This is an optimization exercise on Yosys and OpenROAD, whose aim is small area and a short achievable clock period, not a production implementation.
RTL that was checked went through simulation tests only; none was proved equivalent to the original.
No functional check of the RTL was part of runs 6 and 7.
Power figures rest on the tool's default switching activity, not on a simulated workload.

<file path="design/flow/config.mk">
export PLATFORM = sky130hd
export DESIGN_NAME = battleVideoTop
export DESIGN_NICKNAME = battleVideoTop
export VERILOG_FILES = /design/flow/design.v
export SDC_FILE = /design/flow/constraint.sdc
export NUM_CORES = 4
export LEC_CHECK = 0
export CAP_MARGIN = 20
export CORE_MARGIN = 2
export CORE_UTILIZATION = 55
export CTS_CLUSTER_DIAMETER = 70
export CTS_CLUSTER_SIZE = 22
export SETUP_SLACK_MARGIN = 3.0
export SLEW_MARGIN = 20
</file>
<file path="design/flow/constraint.sdc">
create_clock -name core_clock -period 5.0 [get_ports {clk}]
set_input_delay 1.0000 -clock core_clock [delete_from_list [all_inputs] [get_ports {clk}]]
set_output_delay 1.0000 -clock core_clock [all_outputs]
set_load 0.01 [all_outputs]
</file>
<file path="design/flow/design.v">
package battlePkg;
    typedef logic [9:0]  pixelCoord_t;   
    typedef logic [3:0]  tileIdx_t;      
    typedef logic [1:0]  tileCode_t;     
    typedef logic [11:0] rgb_t;          
    typedef struct packed {
        pixelCoord_t x;                  
        pixelCoord_t y;                  
        logic        active;             
        logic        hsync;              
        logic        vsync;              
    } rasterPos_t;
    typedef struct packed {
        logic      board;                
        tileIdx_t  row;
        tileIdx_t  col;
        tileCode_t code;
    } tileWrite_t;
    typedef struct packed {
        logic       enable;
        tileIdx_t   row;                 
        tileIdx_t   col;                 
        logic       vertical;            
        logic [2:0] len;                 
    } ghostCfg_t;
endpackage
`timescale 1ns/10ps
module battleVideoTop (
    input  logic                  clk,
    input  logic                  rstN,
    input  battlePkg::tileWrite_t tileWr,
    input  logic                  tileWrValid,
    output logic                  tileWrReady,
    input  battlePkg::ghostCfg_t  ghostCfg,
    output battlePkg::rgb_t       rgb,
    output logic                  hsync,
    output logic                  vsync
);
    logic [9:0] hCnt, vCnt;               
    logic [9:0] hNext, vNext;             
    always_comb begin
        if (!rstN) begin
            hNext = 10'd0;
            vNext = 10'd0;
        end else if (hCnt == 10'((640 + 16 + 96 + 48) - 1)) begin
            hNext = 10'd0;
            vNext = (vCnt == 10'((480 + 10 + 2 + 33) - 1)) ? 10'd0 : vCnt + 10'd1;
        end else begin
            hNext = hCnt + 10'd1;
            vNext = vCnt;
        end
    end
    logic hAct, vAct;                     
    logic lineEnd, hActNext, vActNext;
    assign hAct     = hCnt < 10'(640);
    assign vAct     = vCnt < 10'(480);
    assign lineEnd  = hCnt == 10'((640 + 16 + 96 + 48) - 1);
    assign hActNext = lineEnd || (hAct && (hCnt != 10'(640 - 1)));
    assign vActNext = lineEnd ? ((vCnt == 10'((480 + 10 + 2 + 33) - 1)) ||
                                 (vAct && (vCnt != 10'(480 - 1))))
                              : vAct;
    logic        readyQ;                  
    logic        activeQ;                 
    logic [31:0] grpSel;                  
    always_ff @(posedge clk) begin
        hCnt    <= hNext;
        vCnt    <= vNext;
        readyQ  <= rstN && !(hActNext && vActNext);
        activeQ <= !rstN || (hActNext && vActNext);
        grpSel  <= 32'd1 << {hNext[8], vNext[7:4]};
    end
    assign tileWrReady = readyQ;
    logic active, onBoard0, inUs, atOrigin, hsync0, vsync0;
    assign active   = hAct && vAct;
    assign onBoard0 = (hCnt < 10'(256 + (16 << 4))) && (vCnt < 10'((16 << 4)));
    assign inUs     = (hCnt < 10'((16 << 4))) && (vCnt < 10'((16 << 4)));
    assign atOrigin = (hCnt == 10'd0) && (vCnt == 10'd0);
    assign hsync0   = !((hCnt >= 10'(640 + 16)) &&
                        (hCnt <  10'(640 + 16 + 96)));
    assign vsync0   = !((vCnt >= 10'(480 + 10)) &&
                        (vCnt <  10'(480 + 10 + 2)));
    logic [511:0][1:0] store;
    logic        pendValid;
    logic [8:0]  pendAddr;
    logic [1:0]  pendCode;
    logic [31:0] wrRow;                   
    logic [15:0] wrCol;                   
    always_ff @(posedge clk) begin
        pendValid <= tileWrValid && !activeQ;
        pendAddr  <= {tileWr.board, tileWr.row, tileWr.col};
        pendCode  <= tileWr.code;
    end
    assign wrRow = pendValid ? (32'd1 << pendAddr[8:4]) : 32'd0;
    assign wrCol = 16'd1 << pendAddr[3:0];
    for (genvar w = 0; w < 512; w++) begin : gWord
        always_ff @(posedge clk) begin
            if (wrRow[w / 16] && wrCol[w % 16]) begin
                store[w] <= pendCode;
            end
        end
    end
    logic       byHit;
    logic [1:0] byCode;
    assign byHit = pendValid && (pendAddr == {hCnt[8], vCnt[7:4], hCnt[7:4]});
    always_ff @(posedge clk) begin
        byCode <= byHit ? pendCode : 2'd0;
    end
    logic [15:0][1:0] pick;
    logic [15:0][1:0] lineA;
    logic [15:0] colSel;                  
    always_comb begin
        pick = '0;
        for (int g = 0; g < 32; g++) begin
            for (int c = 0; c < 16; c++) begin
                pick[c] = pick[c] | ({2{grpSel[g]}} & store[g * 16 + c]);
            end
        end
    end
    always_ff @(posedge clk) begin
        lineA <= pick;
        colSel <= byHit ? 16'd0 : (16'd1 << hCnt[7:4]);
    end
    logic       gEn;                      
    logic       gVert;                    
    logic [3:0] gCross;                   
    logic [3:0] gStart;                   
    logic [4:0] gEnd;                     
    logic       hitOrigin;
    logic [3:0] along, across;
    logic       ghostHit;
    always_ff @(posedge clk) begin
        if (!rstN) begin
            gEn    <= 1'b0;              
            gVert  <= 1'b0;
            gCross <= 4'd0;
            gStart <= 4'd0;
            gEnd   <= 5'd0;
        end else if (atOrigin) begin
            gEn    <= ghostCfg.enable;
            gVert  <= ghostCfg.vertical;
            gCross <= ghostCfg.vertical ? ghostCfg.col : ghostCfg.row;
            gStart <= ghostCfg.vertical ? ghostCfg.row : ghostCfg.col;
            gEnd   <= (ghostCfg.vertical ? {1'b0, ghostCfg.row} : {1'b0, ghostCfg.col})
                      + {2'b00, ghostCfg.len};
        end
    end
    assign hitOrigin = ghostCfg.enable && (ghostCfg.row == 4'd0) &&
                       (ghostCfg.col == 4'd0) && (ghostCfg.len != 3'd0);
    assign along  = gVert ? vCnt[7:4] : hCnt[7:4];
    assign across = gVert ? hCnt[7:4] : vCnt[7:4];
    always_ff @(posedge clk) begin
        if (!rstN) begin
            ghostHit <= 1'b0;
        end else if (atOrigin) begin
            ghostHit <= hitOrigin;
        end else begin
            ghostHit <= gEn && inUs && (across == gCross) &&
                        (along >= gStart) && ({1'b0, along} < gEnd);
        end
    end
    logic onBoard, actD, hsD, vsD;
    always_ff @(posedge clk) begin
        if (!rstN) begin
            onBoard <= 1'b0;
        end else begin
            onBoard <= onBoard0;
        end
    end
    always_ff @(posedge clk) begin
        actD <= active;
        hsD  <= hsync0;
        vsD  <= vsync0;
    end
    logic [1:0]      tileCode;           
    battlePkg::rgb_t tileColor;
    battlePkg::rgb_t pixColor;
    always_comb begin
        tileCode = byCode;
        for (int c = 0; c < 16; c++) begin
            tileCode = tileCode | ({2{colSel[c]}} & lineA[c]);
        end
    end
    always_comb begin
        case (tileCode)
            2'd1: tileColor = 12'h888;
            2'd2:  tileColor = 12'hF00;
            2'd3: tileColor = 12'hFFF;
            default:   tileColor = 12'h028;
        endcase
    end
    always_comb begin
        if (!actD) begin
            pixColor = 12'h000;
        end else if (ghostHit) begin
            pixColor = 12'h0F0;
        end else if (onBoard) begin
            pixColor = tileColor;
        end else begin
            pixColor = 12'h222;
        end
    end
    always_ff @(posedge clk) begin
        if (!rstN) begin
            rgb   <= 12'h000;
            hsync <= 1'b1;
            vsync <= 1'b1;
        end else begin
            rgb   <= pixColor;
            hsync <= hsD;
            vsync <= vsD;
        end
    end
endmodule
</file>
<file path="design/flow/flow/run.sh">
#!/bin/bash
# Layout flow: the standard flow, with the clock tree built without
# dummy balancing loads. Each tool's output goes to a log file here.
set -e
export CTS_ARGS="-sink_clustering_enable -repair_clock_nets -sink_clustering_size 22 -sink_clustering_max_diameter 70 -dont_use_dummy_load"
bash standard.sh > standard.log 2>&1
</file>
<file path="design/flow/standard.sh">
#!/bin/bash
# synth_recipe.tcl (not shown) runs the flow's synth.tcl, then flattens the netlist and writes it again
# the make line also repeats each setting of config.mk as NAME=value (left out here)
make -C /OpenROAD-flow-scripts/flow DESIGN_CONFIG=/design/flow/config.mk WORK_HOME=/design/flow/orfs CLKGATE_MAP_FILE= SYNTH_SCRIPT=/design/flow/synth_recipe.tcl "${@:-finish}"
</file>
==> reports/results.ini, run 1 <==
[final_layout]
layout-drive-gt1-share_pct=12.4
area_growth_pct=10.4
fin_nets=3042
stdcell_area_sq_mm=0.0485
final_cells=4047

[place]
hpwl_um=77100
portBuffers=41
gp_congestion=0.848
dp_cells=3928
placedInstanceArea_sq_mm=0.0455

[timing]
slew_headroom_pct=45.2
fin_crit_ns=2.15
period_share_pct=43.0
clock_skew_ns=0.0297
rsz0062_at_grt=true
max_freq_ghz=0.465
tightestPinTransition_ns=0.822
setup_viol=0
fin_tns_setup_ns=0
slew_violations=0
finalHoldViolCount=0

[synth]
synth_common_cells=1024 x edfxtp_1, 605 x nor2_1, 522 x a22oi_1
synthCells=2992
synthDistinctLibCells=61
netlist.area_leader.share_pct=70.0
synth_top_flop_cell=edfxtp_1
async_flop_share_pct=0
synth_area_leaders=edfxtp_1 70%, a22oi_1 8.9%, dfxtp_1 6.7%
synth-seq-cells=1171
yosysWarnings=1
avgSynthCellArea_sq_um=14.7
syn-num-nets=3038
synth_edf_count=1024
synth.cell_area_sq_mm=0.0439
yosysSeqAreaShare_pct=76.7
synth_top_area_cell=edfxtp_1
yosys.cell_count.top_type=edfxtp_1

[grt]
grt_pass1_wl_um=201000
grt_usage_pct=34.9
grt_max_degree=167
antenna_found_initial=4
grt_pass1_vias=27200
overflow=0

[floorplanning]
dieArea_sq_mm=0.0822
die_h_um=287
ios=42
row_count=103
core_area_sq_mm=0.0790
die_x_um=287
start_util_pct=55.6

[clocking]
cts_buffers=61
clock-sinks=1171
clockBufferDepth=3
h-tree-depth=2
root_buffer=clkbuf_16
clk_pin_slew_ns=0.09
clock_latency_ns=0.68
cts_tree=built

[critical_path]
cp_max_fo=4
crit_required_ns=5.53
cp.arrival_ns=2.68
setup.worst_path.class=reg -> reg
startpoint_type=flop
crit_path_end_kind=flop

[pwr]
powerDensity_mw_per_mm2=333
p_total_mw=16.1
irDropWorstVdd_mv=0.265
power.leakage_nw=14.6

[drt]
routedWlPerCell_um=35.6
drc=0
drt_iter0_markers=4322
drt_wl_total_um=144000
first_pass_iters=6
num_vias=27900
via_per_inst=6.90
drtAntennaViolNets=0

[min_path]
hold_path_class=reg -> reg

[status]
run_status=timing/DRC/antenna clean

[flow_run]
max-cap-violations=0

sequential cells by signal, indices dropped and copies added (netlist names), 5 cells and up:
register	cells
lineA	32
gEnd	5
colSel	16
hCnt	10
store	1024
vCnt	10
rgb	9
grpSel	32
pendAddr	9
area by class of cell:
class | instances | area (sq um)
diodes | 3 | 7.51
clock buffers | 61 | 1530
fillers | 6008 | 30500
inverters | 22 | 86.3
multi-input cells | 1587 | 10200
flip-flops and latches | 1171 | 33800
well taps | 1050 | 1310
repair buffers | 153 | 1550
worst paths after layout:
check / startpoint / to / slack [ns] / cells after the start
min reg2reg: vsD$_DFF_P_ / vsync$_SDFF_PN1_ / 0.42 / 1
min: vsD$_DFF_P_ / vsync$_SDFF_PN1_ / 0.42 / 1
max reg2reg: colSel[4]$_SDFF_PP0_ / rgb[5]$_SDFF_PN0_ / 2.85 / 6
max: colSel[4]$_SDFF_PP0_ / rgb[5]$_SDFF_PN0_ / 2.85 / 6
through the flow:
stage	util, %	setup WS [ns]	hold slack, ns
after floorplan	-	2.23	0.367
after global routing	61.4	2.84	0.443
final	61.4	2.85	0.418
after CTS	60.7	2.85	0.420
after global placement	57.6	1.69	0.395
after detailed placement	57.6	1.68	0.385
routing by layer:
metal / vias up / routed length, um / global-route usage, %
li1: 11500 / - / -
met1: 14400 / 54300 / 47.6
met2: 1674 / 67800 / 56.0
met3: 343 / 15200 / 6.92
met4: 5 / 6800 / 12.6
met5: - / 188 / 1.16
placed cells by master, fill, tap and decap left out, types with 7 or more instances in the layout:
master	Yosys	final
a21oi_1	13	10
a22oi_1	522	518
buf_12	0	15
buf_4	4	70
buf_6	4	35
clkbuf_16	0	61
clkdlybuf4s50_1	0	20
dfxtp_1	147	81
dfxtp_2	0	43
dfxtp_4	0	23
edfxtp_1	1024	1024
ha_1	18	11
inv_1	22	18
mux2i_1	16	16
nand2_1	69	35
nand2_4	0	12
nand2_8	0	21
nand3_1	17	15
nand4_1	148	148
nor2_1	605	592
nor2_4	0	7
nor2b_1	13	9
nor3_1	14	10
o21ai_0	8	7
or4_1	33	29
xnor2_1	20	19
xor2_1	11	9
repair_timing:
action,CTS,global route
setup endpoints to repair,1137,1081
cloned,0,1
buffers inserted,27,27
hold buffers,0,0
gates resized for setup,228,77
pin swaps,18,22
critical path, cell delays in order (launching register included):
cell and delay (ns):
dfxtp_1 0.33, a222oi_1 0.43, nand3_1 0.15, a2111o_1 0.54, ha_1 0.34, nor2_1 0.12
a21oi_1 0.09
power breakdown:
part	total, mW	internal [mW]	switching, mW
logic	0.372	0.119	0.253
clock network	5.12	2.16	2.96
registers	10.7	10.6	0.0449
cells by family (layout without fill, tap and decap cells):
group	Yosys count	in the layout	share of synthesized area [%]
DFF	1171	1171	76.7
and+or+nand+nor	942	943	9.78
AOI/OAI and AO/OA	572	572	9.73
buffers and inverters	235	236	2.12
xor gates and xnor gates	32	32	0.655
muxes	21	21	0.493
adders and majority gates	19	19	0.558
other	0	3	0
==> run 2: changes to the inputs <==
--- a/design/flow/config.mk
+++ b/design/flow/config.mk
@@ -8,7 +8,8 @@
 export CAP_MARGIN = 20
 export CORE_MARGIN = 2
-export CORE_UTILIZATION = 55
+export CORE_UTILIZATION = 75
 export CTS_CLUSTER_DIAMETER = 70
 export CTS_CLUSTER_SIZE = 22
+export PLACE_DENSITY = 0.8
 export SETUP_SLACK_MARGIN = 3.0
 export SLEW_MARGIN = 20
==> run 2 against run 1 <==
Clock power is 4% lower. Worst hold slack better by 0.041 ns. Synthesized cell count stayed put. Critical path type unchanged. Largest cell class unchanged.
==> reports/results.ini, run 2 <==
[final_layout]
fillCellCount=2743  ; was 6008
regArea_sq_mm=0.0338  ; about the same
layout-drive-gt1-share_pct=13.6  ; was 12.4%
largest_register=store  ; unchanged
multiInputGateArea_sq_mm=0.0103  ; was 0.0102 sq mm
stdcell_area_sq_mm=0.0482  ; was 0.0485 sq mm
final_cells=3771  ; was 4047
largest_reg_flops=1024  ; unchanged
reg_top3=store: 1024 flops, grpSel: 32 flops, lineA: 32 flops  ; unchanged
fin_nets=3052  ; was 3042
fin_util_pct=83.4  ; was 61.4%
area_growth_pct=9.75  ; was 10.4%
layout_common_cells=1024 x edfxtp_1, 573 x nor2_1, 519 x a22oi_1, 148 x nand4_1, 91 x buf_4  ; was 1024 x edfxtp_1, 592 x nor2_1, 518 x a22oi_1, 148 x nand4_1, 81 x dfxtp_1
final_common_cell=edfxtp_1  ; unchanged

[floorplanning]
row_count=88  ; was 103
die_x_um=246  ; was 287 um
core_area_sq_mm=0.0578  ; was 0.0790 sq mm
ios=42  ; unchanged
dieArea_sq_mm=0.0605  ; was 0.0822 sq mm
start_util_pct=76.0  ; was 55.6%
die_h_um=246  ; was 287 um

[place]
post-place-ws_ns=1.67  ; was 1.68 ns
portBuffers=41  ; unchanged
dp_cells=3638  ; was 3928
hpwl_um=71600  ; was 77100 um
placedInstanceArea_sq_mm=0.0451  ; was 0.0455 sq mm
gp_congestion=0.893  ; was 0.848

[pwr]
power.leakage_nw=14.6  ; about the same
p_total_mw=16.0  ; was 16.1 mW
irDropWorstVdd_mv=0.312  ; was 0.265 mV
powerDensity_mw_per_mm2=331  ; was 333 mW/mm^2

[timing]
fin_tns_setup_ns=0  ; unchanged
setup_viol=0  ; unchanged
tightestPinTransition_ns=1.34  ; was 0.822 ns
finalHoldViolCount=0  ; unchanged
slew_violations=0  ; unchanged
clock_skew_ns=0.0352  ; was 0.0297 ns
setup_slack_ns=2.64  ; was 2.85 ns
fin_crit_ns=2.36  ; was 2.15 ns
max_freq_ghz=0.424  ; was 0.465 GHz
period_share_pct=47.2  ; was 43.0%
hold_ws_ns=0.458  ; was 0.418 ns
slew_headroom_pct=10.6  ; was 45.2%
rsz0062_at_grt=true  ; unchanged

[critical_path]
crit_buf_inv=0  ; unchanged
startpoint_type=flop  ; unchanged
cp_max_fo=6  ; was 4
setup.worst_path.class=reg -> reg  ; unchanged
slowest_delay_ns=0.65  ; was 0.54 ns
crit_family=simple AND/OR/NAND/NOR gates  ; was compound AO/OA/AOI/OAI gates
crit_required_ns=5.55  ; was 5.53 ns
timing.rr.start=hCnt[6]$_SDFF_PP0_  ; was colSel[4]$_SDFF_PP0_
startpoint=hCnt[6]$_SDFF_PP0_  ; was colSel[4]$_SDFF_PP0_
cp_slowest_cell=or4_4  ; was a2111o_1
cp_cell_sequence=nand4bb_4, or4_4, xor2_4, nand4_1, nor2_1  ; was a222oi_1, nand3_1, a2111o_1, ha_1, nor2_1, a21oi_1
cp.arrival_ns=2.91  ; was 2.68 ns
crit_path_end_kind=flop  ; unchanged

[synth]
yosys.cell_count.top_type=edfxtp_1  ; unchanged
synth_top_area_cell=edfxtp_1  ; unchanged
synth-seq-cells=1171  ; unchanged
synth_common_cells=1024 x edfxtp_1, 605 x nor2_1, 522 x a22oi_1  ; unchanged
synth_area_leaders=edfxtp_1 70%, a22oi_1 8.9%, dfxtp_1 6.7%  ; unchanged
yosysSeqAreaShare_pct=76.7  ; unchanged
netlist.area_leader.share_pct=70.0  ; unchanged
synth.cell_area_sq_mm=0.0439  ; unchanged
synth_edf_count=1024  ; unchanged
syn-num-nets=3038  ; unchanged
avgSynthCellArea_sq_um=14.7  ; unchanged
async_flop_share_pct=0  ; unchanged
yosysWarnings=1  ; unchanged
synth_top_flop_cell=edfxtp_1  ; unchanged
synthDistinctLibCells=61  ; unchanged
synthCells=2992  ; unchanged

[flow_run]
max-cap-violations=0  ; unchanged

[grt]
grt_pass1_wl_um=192000  ; was 201000 um
grt_pass1_vias=28400  ; was 27200
grt_usage_pct=45.5  ; was 34.9%
grt_max_degree=244  ; was 167
antenna_found_initial=2  ; was 4
overflow=0  ; unchanged

[clocking]
cts_buffers=59  ; was 61
clock_latency_ns=0.69  ; was 0.68 ns
clk_pin_slew_ns=0.10  ; was 0.09 ns
h-tree-depth=2  ; unchanged
hold_buffers=0  ; unchanged
root_buffer=clkbuf_16  ; unchanged
cts_tree=built  ; unchanged
clock-sinks=1171  ; unchanged
clockBufferDepth=3  ; unchanged

[drt]
drc=0  ; unchanged
first_pass_iters=9  ; was 6
drt_iter0_markers=6029  ; was 4322
num_vias=29600  ; was 27900
routedWlPerCell_um=36.8  ; was 35.6 um
drt_wl_total_um=139000  ; was 144000 um
drtAntennaViolNets=0  ; unchanged
via_per_inst=7.84  ; was 6.90

[status]
run_status=timing/DRC/antenna clean  ; unchanged

[min_path]
hold_path_class=reg -> reg  ; unchanged
min_from=hCnt[0]$_SDFF_PP0_  ; was vsD$_DFF_P_

-- run 2: cell count changes in the layout (fill, tap and decap cells not counted), sizes merged --
cell,delta
buf,+11
clkbuf,-1
clkdlybuf4s50,-1
diode,-1
dlygate4sd2,+2
dlymetal6s2s,-1
-- run 2: layer usage --
layer	track usage, %	share of wire (%)	vias up
met3	14.7	17	815
met5	0.327	0.060	-
met4	28.6	8.6	6
li1	-	-	11500
met1	59.3	31	14100
met2	67.2	43	3141
-- run 2: logic make-up (layout without fill, tap and decap cells) --
logic type,after synthesis,count (layout),share of synthesized area (%)
AO/OA/AOI/OAI,572,572,9.73
AND/OR/NAND/NOR,942,943,9.78
multiplexers,21,21,0.493
other,0,2,0
XOR/XNOR,32,32,0.655
adder cells (fa/ha/maj),19,19,0.558
buffers and inverters,235,246,2.12
flip-flops,1171,1171,76.7
-- run 2: final cells by class --
cell class                 count  share of cell area, %
sequential                  1171                   70.1
inverter                      22                  0.179
multi-input combinational   1587                   21.4
clock buffer                  59                   3.06
timing repair buffer         165                   3.27
antenna                        2                 0.0104
tap                          765                   1.98
-- run 2: worst reg2reg max path: cells and delay by family (launching register included) --
family | cells | cell delay (ns)
xor gates and xnor gates | 1 | 0.35
DFF | 1 | 0.39
and+or+nand+nor | 4 | 1.51
-- run 2: final timing paths --
check                          endpoint  slack [ns]  cells after the start
setup / recovery  grpSel[20]$_SDFF_PN0_        2.64                      5
hold reg to reg      hCnt[0]$_SDFF_PP0_        0.46                      1
hold / removal       hCnt[0]$_SDFF_PP0_        0.46                      1
setup reg to reg  grpSel[20]$_SDFF_PN0_        2.64                      5
-- run 2: report_power, final --
part	internal [mW]	switching, mW	total, mW
sequential	10.6	0.0419	10.7
clock	2.09	2.85	4.94
combinational	0.111	0.262	0.373
-- run 2: timing repair --
item,in CTS,in global routing
endpoints found under the setup margin,1054,895
resized for setup,233,94
gates cloned,0,1
pin swaps,10,35
buffers inserted,34,37
==> run 3: changes to the inputs <==
--- a/design/flow/config.mk
+++ b/design/flow/config.mk
@@ -8,8 +8,8 @@
 export CAP_MARGIN = 20
 export CORE_MARGIN = 2
-export CORE_UTILIZATION = 75
+export CORE_UTILIZATION = 65
 export CTS_CLUSTER_DIAMETER = 70
 export CTS_CLUSTER_SIZE = 22
-export PLACE_DENSITY = 0.8
-export SETUP_SLACK_MARGIN = 3.0
+export PLACE_DENSITY = 0.7
+export SETUP_SLACK_MARGIN = 3.2
 export SLEW_MARGIN = 20
==> run 3 against run 2 <==
Still clean on timing, DRC and antenna. Sequential share of layout area decreased by 2.7 points. Worst hold slack got worse by 0.072 ns. Count of clock-buffer cells in the layout increased by 1. Final cell count increased by 4.5%. Die area increased by 15%. Largest power group unchanged.
==> reports/results.ini, run 3 <==
[min_path]
hold_path_class=reg -> reg  ; unchanged

[clocking]
root_buffer=clkbuf_16  ; unchanged
hold_buffers=0  ; unchanged
clock-sinks=1171  ; unchanged
clk_pin_slew_ns=0.10  ; about the same
clockBufferDepth=3  ; unchanged
cts_tree=built  ; unchanged
cts_buffers=60  ; was 59
clock_latency_ns=0.69  ; about the same
h-tree-depth=2  ; unchanged

[synth]
yosys.cell_count.top_type=edfxtp_1  ; unchanged
synthDistinctLibCells=61  ; unchanged
synth_top_flop_cell=edfxtp_1  ; unchanged
synth_area_leaders=edfxtp_1 70%, a22oi_1 8.9%, dfxtp_1 6.7%  ; unchanged
yosysWarnings=1  ; unchanged
synth_top_area_cell=edfxtp_1  ; unchanged
yosysSeqAreaShare_pct=76.7  ; unchanged
syn-num-nets=3038  ; unchanged
netlist.area_leader.share_pct=70.0  ; unchanged
synth-seq-cells=1171  ; unchanged
async_flop_share_pct=0  ; unchanged
avgSynthCellArea_sq_um=14.7  ; unchanged
synth_edf_count=1024  ; unchanged
synth.cell_area_sq_mm=0.0439  ; unchanged
synthCells=2992  ; unchanged
synth_common_cells=1024 x edfxtp_1, 605 x nor2_1, 522 x a22oi_1  ; unchanged

[final_layout]
area_growth_pct=14.4  ; was 9.75%
largest_reg_flops=1024  ; unchanged
layout-drive-gt1-share_pct=21.1  ; was 13.6%
largest_register=store  ; unchanged
reg_top3=store: 1024 flops, grpSel: 32 flops, lineA: 32 flops  ; unchanged
fin_util_pct=75.0  ; was 83.4%
fin_nets=3115  ; was 3052
layout_common_cells=1024 x edfxtp_1, 501 x a22oi_1, 454 x nor2_1, 148 x nand4_1, 135 x nor2_2  ; was 1024 x edfxtp_1, 573 x nor2_1, 519 x a22oi_1, 148 x nand4_1, 91 x buf_4
stdcell_area_sq_mm=0.0503  ; was 0.0482 sq mm
final_common_cell=edfxtp_1  ; unchanged

[floorplanning]
die_h_um=264  ; was 246 um
dieArea_sq_mm=0.0697  ; was 0.0605 sq mm
ios=42  ; unchanged
row_count=95  ; was 88
core_area_sq_mm=0.0670  ; was 0.0578 sq mm
start_util_pct=65.5  ; was 76.0%
die_x_um=264  ; was 246 um

[drt]
num_vias=29600  ; about the same
drt_iter0_markers=5855  ; was 6029
via_per_inst=7.52  ; was 7.84
drc=0  ; unchanged
drt_wl_total_um=148000  ; was 139000 um
drtAntennaViolNets=0  ; unchanged
routedWlPerCell_um=37.5  ; was 36.8 um
first_pass_iters=8  ; was 9

[timing]
clock_skew_ns=0.0512  ; was 0.0352 ns
fin_tns_setup_ns=0  ; unchanged
max_freq_ghz=0.459  ; was 0.424 GHz
period_share_pct=43.6  ; was 47.2%
slew_headroom_pct=45.8  ; was 10.6%
finalHoldViolCount=0  ; unchanged
setup_viol=0  ; unchanged
hold_ws_ns=0.387  ; was 0.458 ns
fin_crit_ns=2.18  ; was 2.36 ns
tightestPinTransition_ns=0.813  ; was 1.34 ns
rsz0062_at_grt=true  ; unchanged
slew_violations=0  ; unchanged

[pwr]
clockPowerShare_pct=31.3  ; was 30.9%
seqPwrFrac_pct=65.9  ; was 66.7%
p_int_mw=12.9  ; was 12.8 mW
pwr-share-comb_pct=2.7  ; was 2.3%
power.switching_mw=3.28  ; was 3.15 mW
irDropWorstVdd_mv=0.314  ; was 0.312 mV
swShare_pct=20.3  ; was 19.7%
powerDensity_mw_per_mm2=321  ; was 331 mW/mm^2
power.leakage_nw=15.2  ; was 14.6 nW

[critical_path]
crit_path_end_kind=flop  ; unchanged
crit_required_ns=5.57  ; was 5.55 ns
startpoint_type=flop  ; unchanged
setup.worst_path.class=reg -> reg  ; unchanged
cp_max_fo=9  ; was 6
cp.arrival_ns=2.75  ; was 2.91 ns

[place]
placedInstanceArea_sq_mm=0.0454  ; was 0.0451 sq mm
gp_congestion=0.876  ; was 0.893
hpwl_um=74500  ; was 71600 um
portBuffers=41  ; unchanged

[grt]
antenna_found_initial=5  ; was 2
grt_pass1_wl_um=196000  ; was 192000 um
grt_usage_pct=39.8  ; was 45.5%
grt_max_degree=190  ; was 244
grt_pass1_vias=27700  ; was 28400
overflow=0  ; unchanged

[flow_run]
max-cap-violations=0  ; unchanged

[status]
run_status=timing/DRC/antenna clean  ; unchanged

## run 3: power by group through the flow
stage	clock, mW	combinational [mW]	sequential [mW]
2_1_floorplan	0	0.144	10.9
3_3_place_gp	0	0.303	10.9
3_5_place_dp	0	0.311	10.9
4_1_cts	4.98	0.366	10.6
5_1_grt	5.32	0.469	10.6
6_report	5.06	0.443	10.6
## run 3: critical path: stages (launching register included)
cell and delay (ns):
dfxtp_4 0.41, nand4bb_4 0.26, or4_4 0.54, xor2_4 0.28, buf_6 0.15, nand4_1 0.19
nor2_1 0.25
## run 3: layout make-up
| class | instances | area, sq um |
|---|---|---|
| sequential | 1171 | 33900 |
| fill | 4012 | 16800 |
| clock buffer | 60 | 1500 |
| timing repair buffer | 218 | 2510 |
| inverter | 22 | 85.1 |
| tap | 873 | 1090 |
| multi-input combinational | 1596 | 11200 |
| antenna | 2 | 5.00 |
## run 3: path summary, 6_finish.rpt
| path | from | to | slack, ns | cells past startpoint |
|---|---|---|---|---|
| hold reg to reg | activeQ$_DFF_P_ | pendValid$_DFF_P_ | 0.39 | 1 |
| hold / removal | activeQ$_DFF_P_ | pendValid$_DFF_P_ | 0.39 | 1 |
| setup reg to reg | hCnt[6]$_SDFF_PP0_ | grpSel[2]$_SDFF_PP0_ | 2.82 | 6 |
| setup / recovery | hCnt[6]$_SDFF_PP0_ | grpSel[2]$_SDFF_PP0_ | 2.82 | 6 |
## run 3: what timing repair did
action | in CTS | in global routing
setup buffers | 63 | 57
endpoints found under the setup margin | 1689 | 1092
resized for setup | 372 | 267
pin swaps | 51 | 41
cloned | 1 | 13
## run 3: kinds of logic (layout without fill, tap and decap cells)
family	count (synthesis)	count (layout)	synth area share [%]
flip-flops	1171	1171	76.7
AND/OR/NAND/NOR	942	952	9.78
AO/OA/AOI/OAI	572	572	9.73
buffers and inverters	235	300	2.12
XOR/XNOR	32	32	0.655
multiplexers	21	21	0.493
adder cells (fa/ha/maj)	19	19	0.558
other	0	2	0
## run 3: metal layers
| metal | vias up | track usage, % | share of wire, % | routed length [um] |
|---|---|---|---|---|
| li1 | 11700 | - | - | - |
| met1 | 14700 | 54.0 | 33 | 48200 |
| met2 | 2719 | 60.8 | 45 | 66200 |
| met3 | 572 | 10.6 | 16 | 23000 |
| met4 | 4 | 19.0 | 6.9 | 10200 |
| met5 | - | 0 | 0.016 | 23 |
## run 3: stage by stage
| stage | total power, mW | cells | worst slack [ns] |
|---|---|---|---|
| floorplan | 11.1 | 2992 | 2.23 |
| CTS | 16.0 | 3870 | 2.90 |
| global placement | 11.2 | 3745 | 1.86 |
| finish | 16.2 | 3942 | 2.82 |
| detailed placement | 11.2 | 3746 | 1.81 |
| global route | 16.4 | 3940 | 2.77 |
==> run 4: changes to the inputs <==
--- a/design/flow/config.mk
+++ b/design/flow/config.mk
@@ -12,4 +12,4 @@
 export CTS_CLUSTER_SIZE = 22
 export PLACE_DENSITY = 0.7
-export SETUP_SLACK_MARGIN = 3.2
+export SETUP_SLACK_MARGIN = 3.0
 export SLEW_MARGIN = 20
==> run 4 against run 3 <==
Utilization down 3.0 points. Via count fell by 2.6%. Still clean. Worst setup slack better by 0.097 ns. Combinational power down 13%. Worst hold slack better by 0.0062 ns.
==> reports/results.ini, run 4 <==
[synth]
avgSynthCellArea_sq_um=14.7  ; unchanged
synth_area_leaders=edfxtp_1 70%, a22oi_1 8.9%, dfxtp_1 6.7%  ; unchanged
yosysSeqAreaShare_pct=76.7  ; unchanged
yosys.area_share.simple_pct=9.78  ; unchanged
async_flop_share_pct=0  ; unchanged
synthMuxAreaShare_pct=0.493  ; unchanged
synth-xor-area-share_pct=0.655  ; unchanged
synth_fa_ha_area_share_pct=0.558  ; unchanged
synthDistinctLibCells=61  ; unchanged
syn-num-nets=3038  ; unchanged
synth_common_cells=1024 x edfxtp_1, 605 x nor2_1, 522 x a22oi_1  ; unchanged
synth.cell_area_sq_mm=0.0439  ; unchanged
synth_top_flop_cell=edfxtp_1  ; unchanged
synth_edf_count=1024  ; unchanged
synth-seq-cells=1171  ; unchanged
yosys.cell_count.top_type=edfxtp_1  ; unchanged
synth-compound-area-share_pct=9.73  ; unchanged
netlist.area_leader.share_pct=70.0  ; unchanged
synth_top_area_cell=edfxtp_1  ; unchanged
synthCells=2992  ; unchanged
synth_top_family_by_area=simple AND/OR/NAND/NOR gates  ; unchanged
yosysWarnings=1  ; unchanged

[place]
hpwl_um=71100  ; was 74500 um
dp_cells=3746  ; unchanged
portBuffers=41  ; unchanged
placedInstanceArea_sq_mm=0.0453  ; was 0.0454 sq mm
gp_congestion=0.868  ; was 0.876

[floorplanning]
die_x_um=264  ; unchanged
core_area_sq_mm=0.0670  ; unchanged
start_util_pct=65.5  ; unchanged
row_count=95  ; unchanged
die_h_um=264  ; unchanged
dieArea_sq_mm=0.0697  ; unchanged
ios=42  ; unchanged

[timing]
slew_headroom_pct=35.1  ; was 45.8%
fin_tns_setup_ns=0  ; unchanged
finalHoldViolCount=0  ; unchanged
rsz0062_at_grt=true  ; unchanged
slew_violations=0  ; unchanged
tightestPinTransition_ns=0.973  ; was 0.813 ns
fin_crit_ns=2.08  ; was 2.18 ns
max_freq_ghz=0.480  ; was 0.459 GHz
clock_skew_ns=0.0565  ; was 0.0512 ns
period_share_pct=41.7  ; was 43.6%
setup_viol=0  ; unchanged

[critical_path]
timing.rr.start=grpSel[29]$_SDFF_PN0_  ; was hCnt[6]$_SDFF_PP0_
cp_max_fo=1  ; was 9
r2r_slack_ns=2.97  ; was 2.82 ns
cp_slowest_cell=dfxtp_2  ; was or4_4
startpoint_type=flop  ; unchanged
cp.arrival_ns=1.08  ; was 2.75 ns
crit_required_ns=4.00  ; was 5.57 ns
crit_family=flip-flops  ; was simple AND/OR/NAND/NOR gates
startpoint=rgb[5]$_SDFF_PN0_  ; was hCnt[6]$_SDFF_PP0_
crit_path_end_kind=output port  ; was flop
slowest_delay_ns=0.33  ; was 0.54 ns
cp_cell_sequence=buf_6  ; was nand4bb_4, or4_4, xor2_4, buf_6, nand4_1, nor2_1
crit_buf_inv=1  ; unchanged
setup.worst_path.class=reg -> out  ; was reg -> reg

[pwr]
p_int_mw=12.9  ; about the same
clockPowerShare_pct=31.2  ; was 31.3%
powerDensity_mw_per_mm2=333  ; was 321 mW/mm^2
power.leakage_nw=14.5  ; was 15.2 nW
seqPwrFrac_pct=66.4  ; was 65.9%
pwr-share-comb_pct=2.4  ; was 2.7%
p_total_mw=16.1  ; was 16.2 mW
power.switching_mw=3.20  ; was 3.28 mW
irDropWorstVdd_mv=0.330  ; was 0.314 mV
swShare_pct=19.9  ; was 20.3%

[status]
run_status=timing/DRC/antenna clean  ; unchanged

[drt]
routedWlPerCell_um=35.6  ; was 37.5 um
drt_wl_total_um=138000  ; was 148000 um
drtAntennaViolNets=0  ; unchanged
num_vias=28900  ; was 29600
drc=0  ; unchanged
via_per_inst=7.46  ; was 7.52
first_pass_iters=9  ; was 8
drt_iter0_markers=6337  ; was 5855

[final_layout]
area_growth_pct=9.88  ; was 14.4%
largest_register=store  ; unchanged
largest_reg_flops=1024  ; unchanged
reg_top3=store: 1024 flops, grpSel: 32 flops, lineA: 32 flops  ; unchanged
final_cells=3868  ; was 3942
layout-drive-gt1-share_pct=12.8  ; was 21.1%
fin_nets=3043  ; was 3115
stdcell_area_sq_mm=0.0483  ; was 0.0503 sq mm
final_common_cell=edfxtp_1  ; unchanged
layout_common_cells=1024 x edfxtp_1, 578 x nor2_1, 521 x a22oi_1, 148 x nand4_1  ; was 1024 x edfxtp_1, 501 x a22oi_1, 454 x nor2_1, 148 x nand4_1, 135 x nor2_2
diodes=0  ; was 2

[clocking]
root_buffer=clkbuf_16  ; unchanged
clock-sinks=1171  ; unchanged
clock_latency_ns=0.68  ; was 0.69 ns
cts_tree=built  ; unchanged
clockBufferDepth=3  ; unchanged
clk_pin_slew_ns=0.09  ; was 0.10 ns
cts_buffers=60  ; unchanged
h-tree-depth=2  ; unchanged

[grt]
grt_max_degree=191  ; was 190
grt_pass1_wl_um=192000  ; was 196000 um
antenna_found_initial=3  ; was 5
grt_usage_pct=38.9  ; was 39.8%
overflow=0  ; unchanged
grt_pass1_vias=26900  ; was 27700

[min_path]
min_from=activeQ$_DFF_P_  ; unchanged
hold_path_class=reg -> reg  ; unchanged

[flow_run]
max-cap-violations=0  ; unchanged

[run 4: logic make-up after synthesis]
| family | after synthesis |
|---|---|
| AO/OA/AOI/OAI | 572 |
| adder cells (fa/ha/maj) | 19 |
| XOR/XNOR | 32 |
| multiplexers | 21 |
| flip-flops | 1171 |
| AND/OR/NAND/NOR | 942 |
| buffers and inverters | 235 |
[run 4: metal layers]
| layer | global-route usage (%) | vias up | routed length [um] |
|---|---|---|---|
| li1 | - | 11500 | - |
| met1 | 55.1 | 14400 | 47500 |
| met2 | 58.6 | 2552 | 61700 |
| met3 | 8.19 | 444 | 20600 |
| met4 | 18.4 | 6 | 7930 |
| met5 | 0 | - | 40 |
[run 4: power groups by stage]
stage | Clock (mW) | Combinational, mW | Sequential, mW
final | 5.02 | 0.384 | 10.7
after global routing | 5.29 | 0.411 | 10.7
after CTS | 4.98 | 0.348 | 10.7
after detailed placement | 0 | 0.318 | 10.9
after global placement | 0 | 0.309 | 10.9
after floorplan | 0 | 0.142 | 10.9
[run 4: repair_timing]
action | 4_1_cts | 5_1_grt
pin swaps | 12 | 17
buffers inserted | 28 | 31
gates cloned | 0 | 3
hold buffers | 0 | 0
endpoints found under the hold margin | 0 | 0
gates resized for setup | 219 | 78
endpoints found under the setup margin | 1165 | 448
[run 4: path summary, 6_finish.rpt]
| path | cells after the start | to |
|---|---|---|
| worst max register to register | 4 | lineA[29]$_DFF_P_ |
| worst min register to register | 1 | pendValid$_DFF_P_ |
| worst min-delay path | 1 | pendValid$_DFF_P_ |
| worst max-delay path | 1 | rgb[5] |
[run 4: layout make-up]
class                   instances  area (sq um)
flip-flops and latches       1171         33800
clock buffers                  60          1500
multi-input cells            1587         10300
repair buffers                155          1510
inverters                      22          86.3
fillers                      4267         18800
well taps                     873          1090
[run 4: metrics by stage]
| step | setup slack, ns | hold WS (ns) | utilization (%) |
|---|---|---|---|
| 2_1_floorplan | 2.23 | 0.367 | - |
| 3_3_place_gp | 1.83 | 0.394 | 67.5 |
| 3_5_place_dp | 1.70 | 0.382 | 67.5 |
| 4_1_cts | 2.88 | 0.408 | 71.3 |
| 5_1_grt | 2.91 | 0.408 | 72.0 |
| 6_report | 2.92 | 0.393 | 72.0 |
==> run 5: changes to the inputs <==
--- a/design/flow/config.mk
+++ b/design/flow/config.mk
@@ -8,8 +8,8 @@
 export CAP_MARGIN = 20
 export CORE_MARGIN = 2
-export CORE_UTILIZATION = 65
+export CORE_UTILIZATION = 68
 export CTS_CLUSTER_DIAMETER = 70
 export CTS_CLUSTER_SIZE = 22
-export PLACE_DENSITY = 0.7
+export PLACE_DENSITY = 0.72
 export SETUP_SLACK_MARGIN = 3.0
 export SLEW_MARGIN = 20
==> run 5 against run 4 <==
Sequential cell count unchanged. Count of clock-buffer cells in the layout stayed put. Global-route usage is 2.1 points higher. Critical path type is now reg -> reg. Critical endpoint is now grpSel[5]$_SDFF_PP0_. Largest cell class unchanged.
==> reports/results.ini, run 5 <==
[synth]
yosys.cell_count.top_type=edfxtp_1  ; unchanged
yosysSeqAreaShare_pct=76.7  ; unchanged
synth_top_area_cell=edfxtp_1  ; unchanged
synthDistinctLibCells=61  ; unchanged
synthCells=2992  ; unchanged
synth_top_flop_cell=edfxtp_1  ; unchanged
synth-seq-cells=1171  ; unchanged
avgSynthCellArea_sq_um=14.7  ; unchanged
netlist.area_leader.share_pct=70.0  ; unchanged
synth_area_leaders=edfxtp_1 70%, a22oi_1 8.9%, dfxtp_1 6.7%  ; unchanged
synth_edf_count=1024  ; unchanged
synth_common_cells=1024 x edfxtp_1, 605 x nor2_1, 522 x a22oi_1  ; unchanged
synth.cell_area_sq_mm=0.0439  ; unchanged
async_flop_share_pct=0  ; unchanged
syn-num-nets=3038  ; unchanged
yosysWarnings=1  ; unchanged

[pwr]
power.leakage_nw=14.6  ; was 14.5 nW
irDropWorstVdd_mv=0.349  ; was 0.330 mV
p_total_mw=16.1  ; about the same
powerDensity_mw_per_mm2=332  ; was 333 mW/mm^2

[flow_run]
max-cap-violations=0  ; unchanged

[place]
hpwl_um=72300  ; was 71100 um
portBuffers=41  ; unchanged
gp_congestion=0.879  ; was 0.868
post-place-ws_ns=1.58  ; was 1.70 ns
dp_cells=3725  ; was 3746

[final_layout]
final_cells=3845  ; was 3868
final_common_cell=edfxtp_1  ; unchanged
reg_top3=store: 1024 flops, grpSel: 32 flops, lineA: 32 flops  ; unchanged
fin_nets=3037  ; was 3043
area_growth_pct=9.97  ; was 9.88%
largest_reg_flops=1024  ; unchanged
layout-drive-gt1-share_pct=13.2  ; was 12.8%
layout_common_cells=1024 x edfxtp_1, 564 x nor2_1, 521 x a22oi_1, 148 x nand4_1, 82 x dfxtp_1  ; was 1024 x edfxtp_1, 578 x nor2_1, 521 x a22oi_1, 148 x nand4_1
largest_register=store  ; unchanged

[floorplanning]
start_util_pct=68.5  ; was 65.5%
die_h_um=258  ; was 264 um
die_x_um=258  ; was 264 um
ios=42  ; unchanged
dieArea_sq_mm=0.0667  ; was 0.0697 sq mm
core_area_sq_mm=0.0641  ; was 0.0670 sq mm
row_count=93  ; was 95

[drt]
drtAntennaViolNets=0  ; unchanged
drt_iter0_markers=5607  ; was 6337
via_per_inst=7.46  ; about the same
drc=0  ; unchanged
num_vias=28700  ; was 28900
routedWlPerCell_um=35.9  ; was 35.6 um
drt_wl_total_um=138000  ; about the same
first_pass_iters=9  ; unchanged

[critical_path]
cp.arrival_ns=2.70  ; was 1.08 ns
startpoint_type=flop  ; unchanged
timing.rr.start=hCnt[7]$_SDFF_PP0_  ; was grpSel[29]$_SDFF_PN0_
crit_required_ns=5.58  ; was 4.00 ns
crit_path_end_kind=flop  ; was output port
cp_max_fo=5  ; was 1
setup.worst_path.class=reg -> reg  ; was reg -> out
startpoint=hCnt[7]$_SDFF_PP0_  ; was rgb[5]$_SDFF_PN0_

[grt]
grt_pass1_wl_um=192000  ; about the same
grt_max_degree=168  ; was 191
grt_usage_pct=41.0  ; was 38.9%
grt_pass1_vias=27300  ; was 26900
overflow=0  ; unchanged
antenna_found_initial=1  ; was 3

[clocking]
cts_buffers=60  ; unchanged
root_buffer=clkbuf_16  ; unchanged
clk_pin_slew_ns=0.09  ; about the same
clock_latency_ns=0.70  ; was 0.68 ns
h-tree-depth=2  ; unchanged
clock-sinks=1171  ; unchanged
clockBufferDepth=3  ; unchanged
cts_tree=built  ; unchanged
hold_buffers=0  ; unchanged

[min_path]
hold_path_class=reg -> reg  ; unchanged
min_from=vsD$_DFF_P_  ; was activeQ$_DFF_P_

[timing]
rsz0062_at_grt=true  ; unchanged
period_share_pct=42.5  ; was 41.7%
max_freq_ghz=0.471  ; was 0.480 GHz
fin_crit_ns=2.12  ; was 2.08 ns
tightestPinTransition_ns=0.790  ; was 0.973 ns
fin_tns_setup_ns=0  ; unchanged
setup_viol=0  ; unchanged
slew_violations=0  ; unchanged
clock_skew_ns=0.0542  ; was 0.0565 ns
setup_slack_ns=2.88  ; was 2.92 ns
finalHoldViolCount=0  ; unchanged
slew_headroom_pct=47.4  ; was 35.1%

[status]
run_status=timing/DRC/antenna clean  ; unchanged

-- run 5: cell counts after synthesis --
Identical to the previous run, type by type.
-- run 5: path summary, 6_finish.rpt --
path | end | slack (ns) | depth (start not counted)
max | grpSel[5]$_SDFF_PP0_ | 2.88 | 8
min | vsync$_SDFF_PN1_ | 0.41 | 1
min reg2reg | vsync$_SDFF_PN1_ | 0.41 | 1
max reg2reg | grpSel[5]$_SDFF_PP0_ | 2.88 | 8
-- run 5: kinds of logic (layout without fill, tap and decap cells) --
| family | count (synthesis) | count (layout) | share of synthesized area [%] |
|---|---|---|---|
| compound gates | 572 | 572 | 9.73 |
| mux | 21 | 21 | 0.493 |
| xor+xnor | 32 | 32 | 0.655 |
| simple gates | 942 | 943 | 9.78 |
| other cells | 0 | 1 | 0 |
| buf+inv | 235 | 231 | 2.12 |
| fa+ha+maj | 19 | 19 | 0.558 |
| flops | 1171 | 1171 | 76.7 |
-- run 5: critical path: stages (launching register included) --
cell      delay (ns)
dfxtp_4         0.36
buf_12          0.13
buf_4           0.13
nor4bb_2        0.33
a21boi_0        0.17
o221ai_2        0.29
buf_4           0.20
nand4_1         0.23
nor2_1          0.20
-- run 5: cell type report --
| type | count | area, sq um |
|---|---|---|
| multi-input cells | 1587 | 10300 |
| repair buffers | 149 | 1490 |
| well taps | 855 | 1070 |
| inverters | 22 | 86.3 |
| clock buffers | 60 | 1500 |
| diodes | 1 | 2.50 |
| fillers | 3883 | 15800 |
| flip-flops and latches | 1171 | 33800 |
-- run 5: per-stage QoR --
step / hold slack, ns / utilization, % / cell area, sq um
3_5_place_dp: 0.392 / 70.5 / 45200
4_1_cts: 0.414 / 74.4 / 47700
3_3_place_gp: 0.390 / 70.5 / 45200
2_1_floorplan: 0.367 / - / 44000
6_report: 0.413 / 75.4 / 48300
5_1_grt: 0.448 / 75.4 / 48300
-- run 5: power by group --
part	total (mW)	switching, mW	internal (mW)
clock network	5.02	2.90	2.13
logic	0.373	0.257	0.116
registers	10.7	0.0475	10.6
total	16.1	3.20	12.9
-- run 5: what timing repair did --
item                                    in CTS  in global routing
cloned                                       0                  4
pin swaps                                   13                 33
gates resized for setup                    238                102
setup buffers                               26                 29
endpoints found under the setup margin    1139               1010
-- run 5: routing by layer --
layer  up-vias  routed length (um)  GRT usage (%)
li1      11500                   -              -
met2      2508               61800           62.3
met1     14200               46700           56.5
met4         0                9430           21.7
met3       515               19900           9.14
met5         -                   0              0
==> run 6: changes to the inputs <==
--- a/design/flow/design.v
+++ b/design/flow/design.v
@@ -60,4 +60,8 @@
                                  (vAct && (vCnt != 10'(480 - 1))))
                               : vAct;
+    logic       boardNext;
+    logic [3:0] rowNext;
+    assign boardNext = !hCnt[9] && (hCnt[8] || (hCnt[7:0] == 8'hFF));
+    assign rowNext   = vCnt[7:4] + 4'(lineEnd && (vCnt[3:0] == 4'hF));
     logic        readyQ;                  
     logic        activeQ;                 
@@ -68,5 +72,5 @@
         readyQ  <= rstN && !(hActNext && vActNext);
         activeQ <= !rstN || (hActNext && vActNext);
-        grpSel  <= 32'd1 << {hNext[8], vNext[7:4]};
+        grpSel  <= 32'd1 << {boardNext, rowNext};
     end
     assign tileWrReady = readyQ;
--- a/design/flow/config.mk
+++ b/design/flow/config.mk
@@ -8,8 +8,8 @@
 export CAP_MARGIN = 20
 export CORE_MARGIN = 2
-export CORE_UTILIZATION = 68
+export CORE_UTILIZATION = 65
 export CTS_CLUSTER_DIAMETER = 70
 export CTS_CLUSTER_SIZE = 22
-export PLACE_DENSITY = 0.72
+export PLACE_DENSITY = 0.7
 export SETUP_SLACK_MARGIN = 3.0
 export SLEW_MARGIN = 20
==> run 6 against run 5 <==
Still clean. Non-clock buffer count rose by 9. Via count rose by 1.2%. Final cell count rose by 0.57%. First-iteration DRC count rose by 0.70%. Count of clock-buffer cells in the layout did not move. Worst hold slack got worse by 0.018 ns. Sequential cell count did not move. Cell area rose by 0.35%. Synthesized cell count fell by 0.40%. Combinational power rose by 4%.
==> reports/results.ini, run 6 <==
[clocking]
clk_pin_slew_ns=0.08  ; was 0.09 ns
root_buffer=clkbuf_16  ; unchanged
h-tree-depth=2  ; unchanged
clockBufferDepth=3  ; unchanged
clock-sinks=1171  ; unchanged
clock_latency_ns=0.69  ; was 0.70 ns
cts_buffers=60  ; unchanged
cts_tree=built  ; unchanged

[pwr]
irDropWorstVdd_mv=0.364  ; was 0.349 mV
powerDensity_mw_per_mm2=332  ; about the same
power.leakage_nw=14.6  ; about the same

[critical_path]
startpoint_type=flop  ; unchanged
worstReg2RegEnd=grpSel[11]$_SDFF_PP0_  ; was grpSel[5]$_SDFF_PP0_
cp.arrival_ns=1.10  ; was 2.70 ns
cp_max_fo=2  ; was 5
cp_cell_sequence=buf_2  ; was buf_12, buf_4, nor4bb_2, a21boi_0, o221ai_2, buf_4, nand4_1, nor2_1
crit_required_ns=4.00  ; was 5.58 ns
timing.rr.start=hCnt[7]$_SDFF_PP0_  ; unchanged
r2r_slack_ns=2.93  ; was 2.88 ns
crit_family=flip-flops  ; was simple AND/OR/NAND/NOR gates
slowest_delay_ns=0.33  ; was 0.36 ns
setup.worst_path.class=reg -> out  ; was reg -> reg
r2r_cells=8  ; unchanged
crit_path_end_kind=output port  ; was flop
cp_slowest_cell=dfxtp_2  ; was dfxtp_4
crit_buf_inv=1  ; was 3

[drt]
first_pass_iters=8  ; was 9
num_vias=29000  ; was 28700
drt_iter0_markers=5646  ; was 5607
routedWlPerCell_um=36.0  ; was 35.9 um
drtAntennaViolNets=0  ; unchanged
via_per_inst=7.51  ; was 7.46
drc=0  ; unchanged
drt_wl_total_um=139000  ; was 138000 um

[synth]
yosysSeqAreaShare_pct=76.7  ; about the same
netlist.area_leader.share_pct=70.0  ; about the same
synthDistinctLibCells=66  ; was 61
synth.cell_area_sq_mm=0.0440  ; was 0.0439 sq mm
syn-num-nets=3029  ; was 3038
synth_area_leaders=edfxtp_1 70%, a22oi_1 8.9%, dfxtp_1 6.7%  ; unchanged
async_flop_share_pct=0  ; unchanged
synth-seq-cells=1171  ; unchanged
avgSynthCellArea_sq_um=14.7  ; about the same
yosys.cell_count.top_type=edfxtp_1  ; unchanged
synth_common_cells=1024 x edfxtp_1, 590 x nor2_1, 523 x a22oi_1  ; was 1024 x edfxtp_1, 605 x nor2_1, 522 x a22oi_1
synth_edf_count=1024  ; unchanged
synth_top_flop_cell=edfxtp_1  ; unchanged
yosysWarnings=1  ; unchanged
synth_top_area_cell=edfxtp_1  ; unchanged
synthCells=2980  ; was 2992

[final_layout]
layout-drive-gt1-share_pct=13.4  ; was 13.2%
largest_register=store  ; unchanged
reg_top3=store: 1024 flops, grpSel: 32 flops, lineA: 32 flops  ; unchanged
fin_nets=3044  ; was 3037
final_common_cell=edfxtp_1  ; unchanged
area_growth_pct=10.3  ; was 9.97%
largest_reg_flops=1024  ; unchanged
layout_common_cells=1024 x edfxtp_1, 569 x nor2_1, 522 x a22oi_1, 139 x nand4_1, 86 x dfxtp_1  ; was 1024 x edfxtp_1, 564 x nor2_1, 521 x a22oi_1, 148 x nand4_1, 82 x dfxtp_1

[timing]
fin_tns_setup_ns=0  ; unchanged
tightestPinTransition_ns=0.856  ; was 0.790 ns
setup_viol=0  ; unchanged
setup_slack_ns=2.90  ; was 2.88 ns
clock_skew_ns=0.0447  ; was 0.0542 ns
max_freq_ghz=0.476  ; was 0.471 GHz
fin_crit_ns=2.10  ; was 2.12 ns
rsz0062_at_grt=true  ; unchanged
period_share_pct=42.0  ; was 42.5%
slew_violations=0  ; unchanged
finalHoldViolCount=0  ; unchanged
slew_headroom_pct=43.0  ; was 47.4%

[grt]
antenna_found_initial=4  ; was 1
grt_max_degree=209  ; was 168
overflow=0  ; unchanged
grt_pass1_vias=27600  ; was 27300
grt_pass1_wl_um=195000  ; was 192000 um
grt_usage_pct=39.5  ; was 41.0%

[min_path]
min_to=pendValid$_DFF_P_  ; was vsync$_SDFF_PN1_
holdPathStages=1  ; unchanged
min_from=activeQ$_DFF_P_  ; was vsD$_DFF_P_
hold_path_class=reg -> reg  ; unchanged

[floorplanning]
die_h_um=264  ; was 258 um
ios=42  ; unchanged
start_util_pct=65.6  ; was 68.5%
dieArea_sq_mm=0.0697  ; was 0.0667 sq mm
die_x_um=264  ; was 258 um
row_count=95  ; was 93
core_area_sq_mm=0.0670  ; was 0.0641 sq mm

[place]
post-place-ws_ns=1.86  ; was 1.58 ns
hpwl_um=73200  ; was 72300 um
portBuffers=41  ; unchanged
gp_congestion=0.891  ; was 0.879

[status]
run_status=timing/DRC/antenna clean  ; unchanged

[flow_run]
max-cap-violations=0  ; unchanged

==> run 6: where the power goes <==
part / internal [mW] / switching (mW)
Clock: 2.13 / 2.93
Combinational: 0.131 / 0.256
Sequential: 10.6 / 0.0475
==> run 6: routing by layer <==
layer	routed length (um)	up-vias	track usage, %
met2	62600	2631	58.8
met1	48600	14500	55.8
met4	7310	4	18.2
li1	-	11500	-
met3	20700	431	9.66
met5	30	-	0
==> run 6: cell families after synthesis <==
group                      Yosys count  synth area share (%)
DFF                               1171                  76.7
and+or+nand+nor                    937                  9.82
AOI/OAI and AO/OA                  560                  9.51
buffers and inverters              228                  2.03
xor gates and xnor gates            33                 0.658
muxes                               29                 0.689
adders and majority gates           22                 0.643
==> run 6: cell type report <==
cell class	count	area, sq um
diodes	1	2.50
clock buffers	60	1500
fillers	4321	18600
inverters	22	82.6
multi-input cells	1582	10500
flip-flops and latches	1171	33800
well taps	873	1090
repair buffers	158	1550
==> run 6: how the worst max path moves through the flow <==
| stage | startpoint | endpoint | slack (ns) | depth (start not counted) |
|---|---|---|---|---|
| finish | rgb[10]$_SDFF_PP0_ | rgb[10] | 2.90 | 1 |
| global route | hCnt[0]$_SDFF_PP0_ | gStart[3]$_SDFFE_PN0P_ | 2.86 | 9 |
| CTS | rgb[10]$_SDFF_PP0_ | rgb[10] | 2.87 | 1 |
| detailed placement | ghostCfg[3] | gEnd[4]$_SDFFE_PN0P_ | 1.86 | 9 |
| global placement | ghostCfg[3] | gEnd[4]$_SDFFE_PN0P_ | 1.89 | 9 |
| floorplan | pendCode[0]$_DFF_P_ | store[0]$_DFFE_PP_ | 2.23 | 0 |
==> run 6: per-stage QoR <==
step | utilization [%] | area, sq um | power (mW) | std cells | hold WS, ns
CTS | 71.7 | 48100 | 16.0 | 3845 | 0.393
global placement | 67.7 | 45400 | 11.2 | 3743 | 0.381
floorplan | - | 44100 | 11.1 | 2980 | 0.367
global route | 72.3 | 48500 | 16.4 | 3866 | 0.416
finish | 72.3 | 48500 | 16.1 | 3867 | 0.395
detailed placement | 67.7 | 45400 | 11.2 | 3744 | 0.378
==> run 6: repair_timing <==
item | CTS | global route
endpoints found under the setup margin | 1215 | 1064
cloned | 0 | 1
gates resized for setup | 246 | 65
buffers inserted | 41 | 20
hold buffers | 0 | 0
pin swaps | 36 | 23
==> run 7: changes to the inputs <==
--- a/design/flow/design.v
+++ b/design/flow/design.v
@@ -62,6 +62,6 @@
     logic       boardNext;
     logic [3:0] rowNext;
-    assign boardNext = !hCnt[9] && (hCnt[8] || (hCnt[7:0] == 8'hFF));
-    assign rowNext   = vCnt[7:4] + 4'(lineEnd && (vCnt[3:0] == 4'hF));
+    assign boardNext = rstN && !hCnt[9] && (hCnt[8] || (hCnt[7:0] == 8'hFF));
+    assign rowNext   = rstN ? vCnt[7:4] + 4'(lineEnd && (vCnt[3:0] == 4'hF)) : 4'd0;
     logic        readyQ;                  
     logic        activeQ;                 
==> run 7 against run 6 <==
Utilization down 0.38 points. Count of clock-buffer cells in the layout unchanged. Total power down 0.50%. Critical endpoint is now grpSel[16]$_SDFF_PN0_. Sequential power about the same. Worst hold slack better by 0.013 ns. Worst setup slack better by 0.0075 ns. Sequential cell count unchanged.
==> reports/results.ini, run 7 <==
[status]
run_status=timing/DRC/antenna clean  ; unchanged

[min_path]
min_to=hsync$_SDFF_PN1_  ; was pendValid$_DFF_P_
hold_path_class=reg -> reg  ; unchanged
min_from=hsD$_DFF_P_  ; was activeQ$_DFF_P_
holdPathStages=1  ; unchanged

[drt]
drt_wl_total_um=137000  ; was 139000 um
first_pass_iters=6  ; was 8
via_per_inst=7.40  ; was 7.51
drt_iter0_markers=5641  ; was 5646
drc=0  ; unchanged
num_vias=28700  ; was 29000
routedWlPerCell_um=35.5  ; was 36.0 um
drtAntennaViolNets=0  ; unchanged

[floorplanning]
start_util_pct=65.6  ; about the same
die_h_um=264  ; about the same
row_count=95  ; unchanged
dieArea_sq_mm=0.0697  ; about the same
die_x_um=264  ; about the same
ios=42  ; unchanged
core_area_sq_mm=0.0670  ; unchanged

[clocking]
cts_buffers=60  ; unchanged
cts_tree=built  ; unchanged
clk_pin_slew_ns=0.08  ; about the same
clock-sinks=1171  ; unchanged
clock_latency_ns=0.69  ; about the same
hold_buffers=0  ; unchanged
h-tree-depth=2  ; unchanged
root_buffer=clkbuf_16  ; unchanged
clockBufferDepth=3  ; unchanged

[timing]
slew_headroom_pct=22.0  ; was 43.0%
max_freq_ghz=0.477  ; was 0.476 GHz
tightestPinTransition_ns=1.17  ; was 0.856 ns
finalHoldViolCount=0  ; unchanged
slew_violations=0  ; unchanged
fin_crit_ns=2.10  ; about the same
clock_skew_ns=0.0773  ; was 0.0447 ns
fin_tns_setup_ns=0  ; unchanged
period_share_pct=41.9  ; was 42.0%
rsz0062_at_grt=true  ; unchanged
setup_slack_ns=2.90  ; about the same
setup_viol=0  ; unchanged

[final_layout]
fillCellCount=4325  ; was 4321
multiInputGateArea_sq_mm=0.0103  ; was 0.0105 sq mm
largest_register=store  ; unchanged
fin_util_pct=71.9  ; was 72.3%
largest_reg_flops=1024  ; unchanged
area_growth_pct=9.74  ; was 10.3%
stdcell_area_sq_mm=0.0482  ; was 0.0485 sq mm
reg_top3=store: 1024 flops, grpSel: 32 flops, lineA: 32 flops  ; unchanged
fin_nets=3049  ; was 3044
layout_common_cells=1024 x edfxtp_1, 565 x nor2_1, 522 x a22oi_1, 143 x nand4_1, 86 x dfxtp_1  ; was 1024 x edfxtp_1, 569 x nor2_1, 522 x a22oi_1, 139 x nand4_1, 86 x dfxtp_1
final_common_cell=edfxtp_1  ; unchanged
layout-drive-gt1-share_pct=12.5  ; was 13.4%
regArea_sq_mm=0.0338  ; unchanged

[place]
hpwl_um=72200  ; was 73200 um
post-place-ws_ns=1.88  ; was 1.86 ns
portBuffers=41  ; unchanged
gp_congestion=0.869  ; was 0.891
placedInstanceArea_sq_mm=0.0454  ; about the same

[pwr]
powerDensity_mw_per_mm2=332  ; about the same
power.leakage_nw=14.5  ; was 14.6 nW
p_total_mw=16.0  ; was 16.1 mW
irDropWorstVdd_mv=0.315  ; was 0.364 mV

[synth]
avgSynthCellArea_sq_um=14.6  ; was 14.7 sq um
synth-seq-cells=1171  ; unchanged
synth.cell_area_sq_mm=0.0439  ; was 0.0440 sq mm
synth_top_flop_cell=edfxtp_1  ; unchanged
yosysSeqAreaShare_pct=76.7  ; about the same
yosysWarnings=1  ; unchanged
synthCells=3002  ; was 2980
async_flop_share_pct=0  ; unchanged
synth_top_area_cell=edfxtp_1  ; unchanged
netlist.area_leader.share_pct=70.0  ; about the same
synth_area_leaders=edfxtp_1 70%, a22oi_1 8.9%, dfxtp_1 6.7%  ; unchanged
synth_common_cells=1024 x edfxtp_1, 598 x nor2_1, 522 x a22oi_1  ; was 1024 x edfxtp_1, 590 x nor2_1, 523 x a22oi_1
synthDistinctLibCells=53  ; was 66
synth_edf_count=1024  ; unchanged
syn-num-nets=3051  ; was 3029
yosys.cell_count.top_type=edfxtp_1  ; unchanged

[critical_path]
worstReg2RegEnd=grpSel[16]$_SDFF_PN0_  ; was grpSel[11]$_SDFF_PP0_
cp_max_fo=8  ; was 2
crit_required_ns=5.58  ; was 4.00 ns
cp.arrival_ns=2.67  ; was 1.10 ns
startpoint=hCnt[9]$_SDFF_PP0_  ; was rgb[10]$_SDFF_PP0_
crit_path_end_kind=flop  ; was output port
startpoint_type=flop  ; unchanged
r2r_cells=10  ; was 8
timing.rr.start=hCnt[9]$_SDFF_PP0_  ; was hCnt[7]$_SDFF_PP0_
r2r_slack_ns=2.90  ; was 2.93 ns
setup.worst_path.class=reg -> reg  ; was reg -> out

[grt]
grt_pass1_wl_um=193000  ; was 195000 um
overflow=0  ; unchanged
grt_pass1_vias=27200  ; was 27600
antenna_found_initial=3  ; was 4
grt_usage_pct=39.1  ; was 39.5%
grt_max_degree=200  ; was 209

[flow_run]
max-cap-violations=0  ; unchanged

run 7: cell count changes in the layout (fill, tap and decap cells not counted), sizes merged, moves of 6 or more:
cell / previous run / this run
a21boi: 4 / 15
buf: 132 / 120
mux2i: 19 / 8
nand2: 68 / 84
nand3: 17 / 29
nor2: 592 / 598
nor2b: 25 / 12
run 7: how the worst max path moves through the flow:
stage / endpoint / cells past startpoint / slack (ns)
detailed placement: gEnd[4]$_SDFFE_PN0P_ / 9 / 1.88
CTS: rgb[4] / 1 / 2.88
finish: grpSel[16]$_SDFF_PN0_ / 10 / 2.90
global placement: gEnd[4]$_SDFFE_PN0P_ / 9 / 1.89
floorplan: store[0]$_DFFE_PP_ / 0 / 2.23
global route: grpSel[7]$_SDFF_PP0_ / 9 / 2.76
run 7: per-layer routing:
metal	GRT usage [%]	wire length, um	part of all wire, %
met5	0	27	0.020
met4	17.5	7920	5.8
met3	9.18	20300	15
met2	60.1	62200	45
met1	54.2	46900	34
run 7: worst max-delay path, stage by stage, from the launching register on:
cell and delay, ns:
dfxtp_2 0.43, nand4b_1 0.23, nor4_4 0.18, buf_4 0.15, and2_4 0.16, ha_4 0.15
nand3_4 0.10, xor2_4 0.21, nand2b_4 0.22, nand2_8 0.10, nor2_2 0.12
run 7: timing repair:
item	4_1_cts	5_1_grt
setup buffers	27	15
gates resized for setup	242	72
cloned	0	0
setup endpoints to repair	1003	790
pin swaps	19	26
run 7: kinds of logic (layout without fill, tap and decap cells):
kind of cell,after synthesis,in the layout,share of synthesized area [%]
AOI/OAI and AO/OA,565,565,9.60
xor gates and xnor gates,33,33,0.658
adders and majority gates,22,22,0.643
buffers and inverters,229,225,2.02
DFF,1171,1171,76.7
muxes,18,18,0.438
other,0,2,0
and+or+nand+nor,964,964,9.98
run 7: power breakdown:
part / leakage, nW / total, mW / switching (mW) / internal (mW)
clock: 0.739 / 5.02 / 2.89 / 2.13
combinational: 3.33 / 0.351 / 0.240 / 0.110
sequential: 10.4 / 10.7 / 0.0459 / 10.6
total: 14.5 / 16.0 / 3.18 / 12.9
run 7: layout make-up:
type                       instances  area share [%]
clock buffer                      60            3.11
tap                              873            2.26
multi-input combinational       1602            21.4
antenna                            2          0.0104
sequential                      1171            70.1
inverter                          20           0.156
timing repair buffer             145            2.93
run 7: stage by stage:
stage                     instances  hold slack, ns
after floorplan                3002           0.367
after global placement         3768           0.390
after detailed placement       3769           0.391
after CTS                      3856           0.410
after global routing           3871           0.449
final                          3873           0.408

re-timing with driven ports:
How much do the figures lean on ideal ports? The routed layouts below were timed once more, with nothing changed but the port constraints.
Step 1 (the two cells are an assumption about what drives the block):
set clk [get_ports {clk}]
set_driving_cell -lib_cell sky130_fd_sc_hd__clkbuf_16 $clk
set_driving_cell -lib_cell sky130_fd_sc_hd__buf_2 [delete_from_list [all_inputs] $clk]
Step 2 moves the port delays by t, midway between the first and last clock arrival at a register: inputs arrive t later, outputs are due t later. That takes back most of the time a late clock gives input paths.
Three values: no drivers, after step 1, after step 2; two values: the first two.
run	shift t [ns]	slack for setup (ns)	worst hold slack (ns)	pins driven straight from the clock port
run 1	0.723	2.851 / 2.821 / 2.423	0.418 / 0.418 / 0.418	1
run 2	0.734	2.640 / 2.640 / 2.221	0.458 / 0.458 / 0.458	1
run 3	0.725	2.820 / 2.820 / 2.340	0.387 / 0.387 / 0.387	1
run 4	0.711	2.916 / 2.852 / 2.395	0.393 / 0.393 / 0.393	1
run 5	0.720	2.877 / 2.826 / 2.339	0.413 / 0.413 / 0.413	1
run 6	0.724	2.898 / 2.833 / 2.352	0.395 / 0.395 / 0.395	1
run 7	0.716	2.905 / 2.848 / 2.361	0.408 / 0.408 / 0.408	1
After both steps setup and hold are still met in every run listed. For run 6, which loses most, drivers alone change the setup slack by -0.065 ns; drivers and shift together by -0.546 ns.
